This design comes from an exercise in tuning for small area on the open sky130 flow, not from production work.
RTL that was checked went through simulation tests only; none was proved equivalent to the original.
The flow treats the clock pin as an ideal source, which a real chip does not have.
Power and IR drop assume default switching activity.

## run A
Design pd_controller, start of the top module:
module pd_controller #(
  parameter int INPUT_WIDTH    = 18,
  parameter int OUTPUT_WIDTH   = 32,
  parameter int INTEGRAL_LIMIT = 2**24
) (
  input  logic                    clk,
  input  logic                    rst_n,
  input  logic                    enable,
  input  logic                    clear_integral,
  input  logic [INPUT_WIDTH-1:0]  kp_in,
  input  logic [INPUT_WIDTH-1:0]  ki_in,
  input  logic [INPUT_WIDTH-1:0]  setpoint_in,
  input  logic                    sample_valid,
  input  logic [INPUT_WIDTH-1:0]  sample,
  output logic                    sample_ready,
  output logic                    out_valid,
  input  logic                    out_ready,
  output logic [OUTPUT_WIDTH-1:0] out_data,
  output logic [OUTPUT_WIDTH-1:0] integral_out,
  output logic                    integral_sat,
  output logic                    busy,
  output logic [pd_pkg::OVR_W-1:0] overrun_count
);
Settings: LEC_CHECK=0, ABC_AREA=1, CAP_MARGIN=5, CORE_MARGIN=2, CORE_UTILIZATION=40, CTS_BUF_LIST=sky130_fd_sc_hd__clkbuf_8 sky130_fd_sc_hd__clkbuf_16, PLACE_DENSITY=0.6, SLEW_MARGIN=5; clock period 10.0 ns.
standard.sh (not shown) runs the stock make flow with config.mk's settings and CLKGATE_MAP_FILE= SYNTH_SCRIPT=/design/flow/synth_recipe.tcl, a recipe that flattens the netlist after the stock synthesis.
==> flow/flow/run.sh <==
#!/bin/bash
# Standard synthesis, then its combinational logic is improved for area while
# its registers, full adders and their names are kept: full adders are flipped to
# their dual form where that removes inverters (fa_flip.tcl, fa_flip.py) and
# the rest of the logic is re-mapped by ABC with an area-only script
# (remap.tcl). Then the standard layout with four changes: after floorplan the
# adders are flipped once more; the port buffers use the smallest buffer cell;
# the clock tree has a clkbuf_16 root, clkbuf_8 leaves and no dummy loads;
# after CTS, leaves that drive many flip-flops become clkbuf_16 (clk_fix.tcl).
set -e
RES=$PWD/orfs/results/$FLOW_PLATFORM/pd_controller/base
export FA_FLIP_DIR="$PWD/flow"
export FA_FLIP_WORK="$PWD"
bash standard.sh synth > standard_synth.log 2>&1
cp $RES/1_2_yosys.v $PWD/synth_standard.v
FLIP_IN=$PWD/synth_standard.v FLIP_OUT=$PWD/synth_flipped.v \
  openroad -no_init -exit $PWD/flow/flip_netlist.tcl > flip_netlist.log 2>&1
REMAP_LIB=$FLOW_HOME/platforms/$FLOW_PLATFORM/lib/sky130_fd_sc_hd__tt_025C_1v80.lib \
REMAP_TOP=$FLOW_TOP REMAP_IN=$PWD/synth_flipped.v REMAP_OUT=$PWD/synth_remap.v \
  yosys -c $PWD/flow/remap.tcl > remap.log 2>&1
cp $PWD/synth_remap.v $RES/1_2_yosys.v
rm -f $RES/1_synth.odb $RES/1_synth.sdc
export POST_FLOORPLAN_TCL="$PWD/flow/fa_flip.tcl"
export BUFFER_PORTS_ARGS="-buffer_cell sky130_fd_sc_hd__buf_1"
export CTS_ARGS="-sink_clustering_enable -repair_clock_nets -dont_use_dummy_load -root_buf sky130_fd_sc_hd__clkbuf_16 -buf_list {sky130_fd_sc_hd__clkbuf_8}"
export POST_CTS_TCL="$PWD/flow/clk_fix.tcl"
bash standard.sh > standard.log 2>&1
==> flow/flow/remap.tcl <==
# Re-map the combinational logic of the standard synthesis for area.
# The registers, full adders and tie cells of the standard synthesis are
# kept as they are (same cells, same names); everything else (half adders
# included) is handed to ABC with an area-only mapping script and mapped
# back to the library.
yosys -import
set lib $::env(REMAP_LIB)
set top $::env(REMAP_TOP)
read_liberty -ignore_miss_func $lib
read_verilog $::env(REMAP_IN)
hierarchy -top $top
set keep {}
foreach m [split [exec grep -o {sky130_fd_sc_hd__[a-z0-9_]*} $::env(REMAP_IN) | sort -u] "\n"] {
  if {[regexp {__(dfxtp|edfxtp|dfrtp|dfstp|dfxbp|dfrbp|dfbbp|dfsbp|edfxbp|sdf|dlx|dlrtp|fa_|conb_)} $m]} {
    lappend keep $m
  }
}
puts "remap: keeping [join $keep { }]"
foreach m $keep { setattr -mod -set keep_hierarchy 1 $m }
flatten
# the port wires of flattened cells are aliases; hide them so they go away
yosys rename -hide w:*.*
opt_clean -purge
abc -liberty $lib -dont_use sky130_fd_sc_hd__probe_p_8 -dont_use sky130_fd_sc_hd__probec_p_8 \
    -dont_use sky130_fd_sc_hd__lpflow_* -script "+strash; dch -f; amap -x; topo"
opt_clean -purge
hilomap -singleton -hicell sky130_fd_sc_hd__conb_1 HI -locell sky130_fd_sc_hd__conb_1 LO
splitnets
opt_clean -purge
insbuf -buf sky130_fd_sc_hd__buf_4 A X
select $top
check
write_verilog -noattr -nohex -nodec -selected $::env(REMAP_OUT)
Other scripts of this flow, unchanged in this note and not shown: flow/flow/clk_fix.tcl, flow/flow/fa_flip.py, flow/flow/fa_flip.tcl, flow/flow/flip_netlist.tcl
> inputs changed (run A -> run B)
- SLEW_MARGIN changed from 5 to 20
- CAP_MARGIN changed from 5 to 20
--- a/flow/flow/run.sh
+++ b/flow/flow/run.sh
@@ -3 +3 @@
-# its registers, full adders and their names are kept: full adders are flipped to
+# its registers, adders and their names are kept: full adders are flipped to
--- a/flow/flow/remap.tcl
+++ b/flow/flow/remap.tcl
@@ -2,4 +2,3 @@
-# The registers, full adders and tie cells of the standard synthesis are
-# kept as they are (same cells, same names); everything else (half adders
-# included) is handed to ABC with an area-only mapping script and mapped
-# back to the library.
+# The registers, full/half adders and tie cells of the standard synthesis
+# are kept as they are (same cells, same names); everything else is handed
+# to ABC with an area-only mapping script and mapped back to the library.
@@ -14 +13 @@
-  if {[regexp {__(dfxtp|edfxtp|dfrtp|dfstp|dfxbp|dfrbp|dfbbp|dfsbp|edfxbp|sdf|dlx|dlrtp|fa_|conb_)} $m]} {
+  if {[regexp {__(dfxtp|edfxtp|dfrtp|dfstp|dfxbp|dfrbp|dfbbp|dfsbp|edfxbp|sdf|dlx|dlrtp|fa_|ha_|conb_)} $m]} {
==> comparison <==
Both conditions hold for run B: the flow ran to the end and the final layout passed the timing, DRC and antenna checks. Of run A and run B, run A shows the lower clock skew, with run B above it. Summary of run B over run A: required time of the worst setup path closely matched the old numbers, post-layout instance count excluding filler cells went down by about 1.2%, total length of routed wires higher, global-route usage was more or less identical. Total power ended up about 6% lower on run B than on run A.

run 1:
Another version of the RTL of pd_controller (not shown whole).
Size in the first run: roughly 170 flip-flops, roughly 160 I/O pins, ~12,000 sq um of cells after synthesis.
Settings: LEC_CHECK=0, CAP_MARGIN=20, CORE_MARGIN=2, CORE_UTILIZATION=40, PLACE_DENSITY=0.6, SLEW_MARGIN=20; clock period 10.0 ns.
run.sh (not shown) runs the stock make flow with config.mk's settings and CLKGATE_MAP_FILE= SYNTH_SCRIPT=/design/flow/synth_recipe.tcl, a recipe that flattens the netlist after the stock synthesis.
Stock flow here: none of the scripts above is used.
Relative to run 1, the following input files were edited for run 2:
- putting CTS_BUF_LIST at sky130_fd_sc_hd__clkbuf_4 sky130_fd_sc_hd__clkbuf_8 where nothing was set
- putting ABC_AREA at 1 where nothing was set
==> flow/flow/run.sh (new file) <==
#!/bin/bash
# Standard layout, with the port buffers made from the smallest buffer cell
# and a clock tree without dummy loads.
export BUFFER_PORTS_ARGS="-buffer_cell sky130_fd_sc_hd__buf_1"
export CTS_ARGS="-sink_clustering_enable -repair_clock_nets -dont_use_dummy_load -sink_clustering_size 8 -buf_list {sky130_fd_sc_hd__clkbuf_4 sky130_fd_sc_hd__clkbuf_8}"
bash standard.sh > standard.log 2>&1
==> flow/standard.sh (new file) <==
#!/bin/bash
# synth_recipe.tcl (not shown) runs the flow's synth.tcl, then flattens the netlist and writes it again
# the make line also repeats each setting of config.mk as NAME=value (left out here)
make -C /OpenROAD-flow-scripts/flow DESIGN_CONFIG=/design/flow/config.mk WORK_HOME=/design/flow/orfs CLKGATE_MAP_FILE= SYNTH_SCRIPT=/design/flow/synth_recipe.tcl "${@:-finish}"
removed: flow/run.sh
Results
- [compare] base=run 1 new=run 2: flip-flop and latch share of the layout cell area higher, share of total power in combinational logic higher, summed instance area of the synthesized netlist lower.
- Cmp run 1 and run 2 / share of synthesized area occupied by flip-flops and latches / lower: run 1
- Of run 1 and run 2, the higher sequential cell fraction of total power belongs to run 1.
Here is what was changed in the inputs of run 3 compared with run 2.
==> flow/flow/run.sh <==
#!/bin/bash
# Standard layout, with the port buffers made from the smallest buffer cell
# and a clock tree without dummy loads.
export BUFFER_PORTS_ARGS="-buffer_cell sky130_fd_sc_hd__buf_1"
export CTS_ARGS="-sink_clustering_enable -repair_clock_nets -dont_use_dummy_load -buf_list {sky130_fd_sc_hd__clkbuf_8 sky130_fd_sc_hd__clkbuf_16}"
bash standard.sh > standard.log 2>&1
--- outcome ---
- From run 2 to run 3, gate count of the mapped netlist did not move at all.
- Measured against each other, run 3 and run 2 differ in sequential fraction of total cell area, the lower figure coming from run 3.
- Compared run 3 vs run 2, and global routing usage on met3 is up in run 3.
- Cell area | run 3 vs run 2 | run 3 larger
- Run 3 finished end to end and its layout was clean on timing, DRC and antenna.
- Cmp run 3 vs run 2: post-layout worst setup margin lower in run 3
Input-level comparison between run 4 and run 3:
==> flow/flow/run.sh <==
#!/bin/bash
# Standard layout, with the port buffers made from the smallest buffer cell.
cp standard.sh standard_sh.txt
export BUFFER_PORTS_ARGS="-buffer_cell sky130_fd_sc_hd__buf_1"
bash standard.sh > standard.log 2>&1
## What came out
Looking at clock period minus worst slack across both flows, run 4 is the stronger of the two, with run 3 trailing.
Run 4 ends up with a share of post-route cells with drive strength above 1 that is 0.97 points higher than in run 3.
Compared with run 3, run 4 shows a higher worst setup slack.
Against run 3, first-pass GRT wire length in run 4 rose slightly.
Diff run 3 and run 4: routed wire length lower in run 3
On number of hold violations in the final report, run 3 and run 4 are neck and neck.
Between run 4 and run 3, the design area does not differ in any meaningful way.
In the metrics for run 3 and run 4, the one carrying the lower portion of the clock cycle consumed by the worst path in the final layout is run 4.
Power attributed to sequential cells: run 4 vs run 3, no meaningful difference
No functional check of the RTL was part of any run of this note.

pd_controller, a different RTL version from the one above (not shown whole).
Size in the first run: roughly 1300 cells after synthesis, roughly 170 flip-flops, about 160 I/O pins, roughly 12000 µm² of cells after synthesis.
clock: 10.0 ns
lec_check: 0
abc_area: 1
cap_margin: 20
core_margin: 2
core_utilization: 40
cts_buf_list: sky130_fd_sc_hd__clkbuf_8 sky130_fd_sc_hd__clkbuf_16
place_density: 0.6
slew_margin: 20
standard.sh (not shown) runs the stock make flow with config.mk's settings and CLKGATE_MAP_FILE= SYNTH_SCRIPT=/design/flow/synth_recipe.tcl, a recipe that flattens the netlist after the stock synthesis.
==> flow/flow/run.sh <==
#!/bin/bash
# Standard layout, with the port buffers made from the smallest buffer cell
# and a clock tree without dummy loads (clkbuf_16 root, clkbuf_8 leaves).
export BUFFER_PORTS_ARGS="-buffer_cell sky130_fd_sc_hd__buf_1"
export CTS_ARGS="-sink_clustering_enable -repair_clock_nets -dont_use_dummy_load -sink_clustering_size 12 -sink_clustering_max_diameter 60 -root_buf sky130_fd_sc_hd__clkbuf_16 -buf_list {sky130_fd_sc_hd__clkbuf_8}"
bash standard.sh > standard.log 2>&1
The baseline finished with timing, DRC and antenna clean.
Then changed:
==> flow/flow/run.sh (replaced) <==
#!/bin/bash
# Standard layout, with the port buffers made from the smallest buffer cell
# and a clock tree without dummy loads.
export BUFFER_PORTS_ARGS="-buffer_cell sky130_fd_sc_hd__buf_1"
export CTS_ARGS="-sink_clustering_enable -repair_clock_nets -dont_use_dummy_load -buf_list {sky130_fd_sc_hd__clkbuf_8 sky130_fd_sc_hd__clkbuf_16}"
bash standard.sh > standard.log 2>&1
Result:
- The new run went through all stages and came out clean
- routed wire length hardly moves
- die area does not change
- cell count does not change
- setup slack gets better by 48 ps
Then changed:
==> flow/flow/run.sh (replaced) <==
#!/bin/bash
# Standard layout, with the port buffers made from the smallest buffer cell
# and a clock tree without dummy loads (clkbuf_16 root, clkbuf_8 leaves).
export BUFFER_PORTS_ARGS="-buffer_cell sky130_fd_sc_hd__buf_1"
export CTS_ARGS="-sink_clustering_enable -repair_clock_nets -dont_use_dummy_load -sink_buffer_max_cap_derate 0.5 -root_buf sky130_fd_sc_hd__clkbuf_16 -buf_list {sky130_fd_sc_hd__clkbuf_8}"
bash standard.sh > standard.log 2>&1
Via count is about the same; combinational power stays flat; sequential power is about the same; critical path depth is unchanged.
Then changed:
--- a/flow/flow/run.sh
+++ b/flow/flow/run.sh
@@ -5 +5 @@
-export CTS_ARGS="-sink_clustering_enable -repair_clock_nets -dont_use_dummy_load -sink_buffer_max_cap_derate 0.5 -root_buf sky130_fd_sc_hd__clkbuf_16 -buf_list {sky130_fd_sc_hd__clkbuf_8}"
+export CTS_ARGS="-sink_clustering_enable -repair_clock_nets -dont_use_dummy_load -sink_clustering_size 12 -sink_clustering_max_diameter 60 -root_buf sky130_fd_sc_hd__clkbuf_16 -buf_list {sky130_fd_sc_hd__clkbuf_8}"
CORE_UTILIZATION = 55   (was 40)
PLACE_DENSITY = 0.7   (was 0.6)
Outcome:
- non-clock buffer count is unchanged
- worst hold slack improves by 6.2 ps
- clock-buffer cell count stays the same
- fmax stays flat
- global-route usage went up by 6.0 points
- worst setup slack is worse by 9.1 ps
- register-to-register slack gets better by 230 ps
- core utilization grows by 17 points

Another version of the RTL of pd_controller (not shown whole).
For scale: ~11000 um^2 of cells after synthesis.
Design pd_controller, start of the top module:
module pd_controller #(
  parameter int INPUT_WIDTH    = 18,
  parameter int OUTPUT_WIDTH   = 32,
  parameter int INTEGRAL_LIMIT = 2**24
) (
  input  logic                    clk,
  input  logic                    rst_n,
  input  logic                    enable,
  input  logic                    clear_integral,
  input  logic [INPUT_WIDTH-1:0]  kp_in,
  input  logic [INPUT_WIDTH-1:0]  ki_in,
  input  logic [INPUT_WIDTH-1:0]  setpoint_in,
  input  logic                    sample_valid,
  input  logic [INPUT_WIDTH-1:0]  sample,
  output logic                    sample_ready,
  output logic                    out_valid,
  input  logic                    out_ready,
  output logic [OUTPUT_WIDTH-1:0] out_data,
  output logic [OUTPUT_WIDTH-1:0] integral_out,
  output logic                    integral_sat,
  output logic                    busy,
  output logic [pd_pkg::OVR_W-1:0] overrun_count
);
clock: 10.0 ns
lec_check: 0
abc_area: 1
cap_margin: 20
core_margin: 2
core_utilization: 40
cts_buf_list: sky130_fd_sc_hd__clkbuf_8 sky130_fd_sc_hd__clkbuf_16
place_density: 0.6
slew_margin: 20
==> flow/flow/run.sh <==
#!/bin/bash
# Standard layout, with the port buffers made from the smallest buffer cell
# and a clock tree without dummy loads (clkbuf_16 root, clkbuf_8 below).
export BUFFER_PORTS_ARGS="-buffer_cell sky130_fd_sc_hd__buf_1"
export CTS_ARGS="-sink_clustering_enable -repair_clock_nets -dont_use_dummy_load -sink_clustering_size 10 -sink_clustering_max_diameter 40 -sink_clustering_levels 1 -root_buf sky130_fd_sc_hd__clkbuf_16 -buf_list {sky130_fd_sc_hd__clkbuf_8}"
bash standard.sh > standard.log 2>&1
The starting point produced a clean layout.
Rerun with:
==> flow/flow/run.sh (replaced) <==
#!/bin/bash
# Standard layout with three changes: the port buffers use the smallest
# buffer cell; the clock tree has a clkbuf_16 root, clkbuf_8 leaves and no
# dummy loads; after CTS, leaves that drive many flip-flops become clkbuf_16.
export BUFFER_PORTS_ARGS="-buffer_cell sky130_fd_sc_hd__buf_1"
export CTS_ARGS="-sink_clustering_enable -repair_clock_nets -dont_use_dummy_load -root_buf sky130_fd_sc_hd__clkbuf_16 -buf_list {sky130_fd_sc_hd__clkbuf_8}"
export POST_CTS_TCL="$PWD/flow/clk_fix.tcl"
bash standard.sh > standard.log 2>&1
==> flow/flow/clk_fix.tcl (new file) <==
# Upsize clock leaf buffers that drive many flip-flops (or see a slow edge)
# so that every flip-flop clock pin keeps a sharp edge.
estimate_parasitics -placement
set changed 0
foreach inst [get_cells -filter "ref_name == sky130_fd_sc_hd__clkbuf_8"] {
  set out [get_pins -of_objects $inst -filter "direction == output"]
  set net [get_nets -of_objects $out]
  set n [llength [get_pins -of_objects $net -filter "direction == input"]]
  set slew [get_property $out slew_max_rise]
  puts "clk_fix: [get_full_name $inst] fanout $n slew $slew"
  if {$n > 14 || $slew > 0.09} {
    replace_cell $inst sky130_fd_sc_hd__clkbuf_16
    incr changed
  }
}
puts "clk_fix: upsized $changed clock buffers"
if {$changed} {
  detailed_placement
  check_placement -verbose
  estimate_parasitics -placement
}
The new run finished with timing, DRC and antenna clean; power rises by 0.72%; setup slack gets better by 5.6 ps; synthesized cell count does not change; sequential share of layout area hardly moves; maximum frequency is about the same; final cell count does not change.

what the ideal ports hide:
How much do the figures lean on ideal ports? The routed layouts below were timed once more, with nothing changed but the port constraints.
Step 1, drivers: a clkbuf_16 drives clk and a buf_2 each remaining input, both assumed.
Step 2, shift: input delay + t, output delay - t, t = (earliest + latest rising clock arrival at the registers) / 2. This alone moves slack from input paths to output paths.
a / b / c = ideal / step 1 / step 2; a / b = the first two.
run | shift t [ns] | setup slack, ns | worst data-port slew with drivers (ns) | pins driven straight from the clock port
run A | 0.429 | 1.109 / 1.134 / 0.705 | 0.04 | 1
run B | 0.427 | 1.004 / 1.026 / 0.599 | 0.04 | 1
run 1 | 0.483 | 0.672 / 0.701 / 0.218 | 0.05 | 1
run 2 | 0.496 | 1.123 / 1.139 / 0.642 | 0.06 | 1
run 3 | 0.468 | 1.094 / 1.114 / 0.647 | 0.06 | 1
run 4 | 0.516 | 1.175 / 1.190 / 0.675 | 0.06 | 1
the first run of note 3 | 0.424 | 1.098 / 1.115 / 0.691 | 0.06 | 1
the second run of note 3 | 0.468 | 1.146 / 1.162 / 0.694 | 0.06 | 1
the third run of note 3 | 0.424 | 1.098 / 1.115 / 0.691 | 0.06 | 1
the fourth run of note 3 | 0.432 | 1.089 / 1.115 / 0.683 | 0.05 | 1
the first run of note 4 | 0.432 | 1.101 / 1.121 / 0.689 | 0.05 | 1
the second run of note 4 | 0.426 | 1.107 / 1.127 / 0.700 | 0.05 | 1
After both steps setup and hold are still met in every run listed. The setup slack of run 4, which loses most, moves by +0.015 ns with the drivers and by -0.500 ns with both steps.
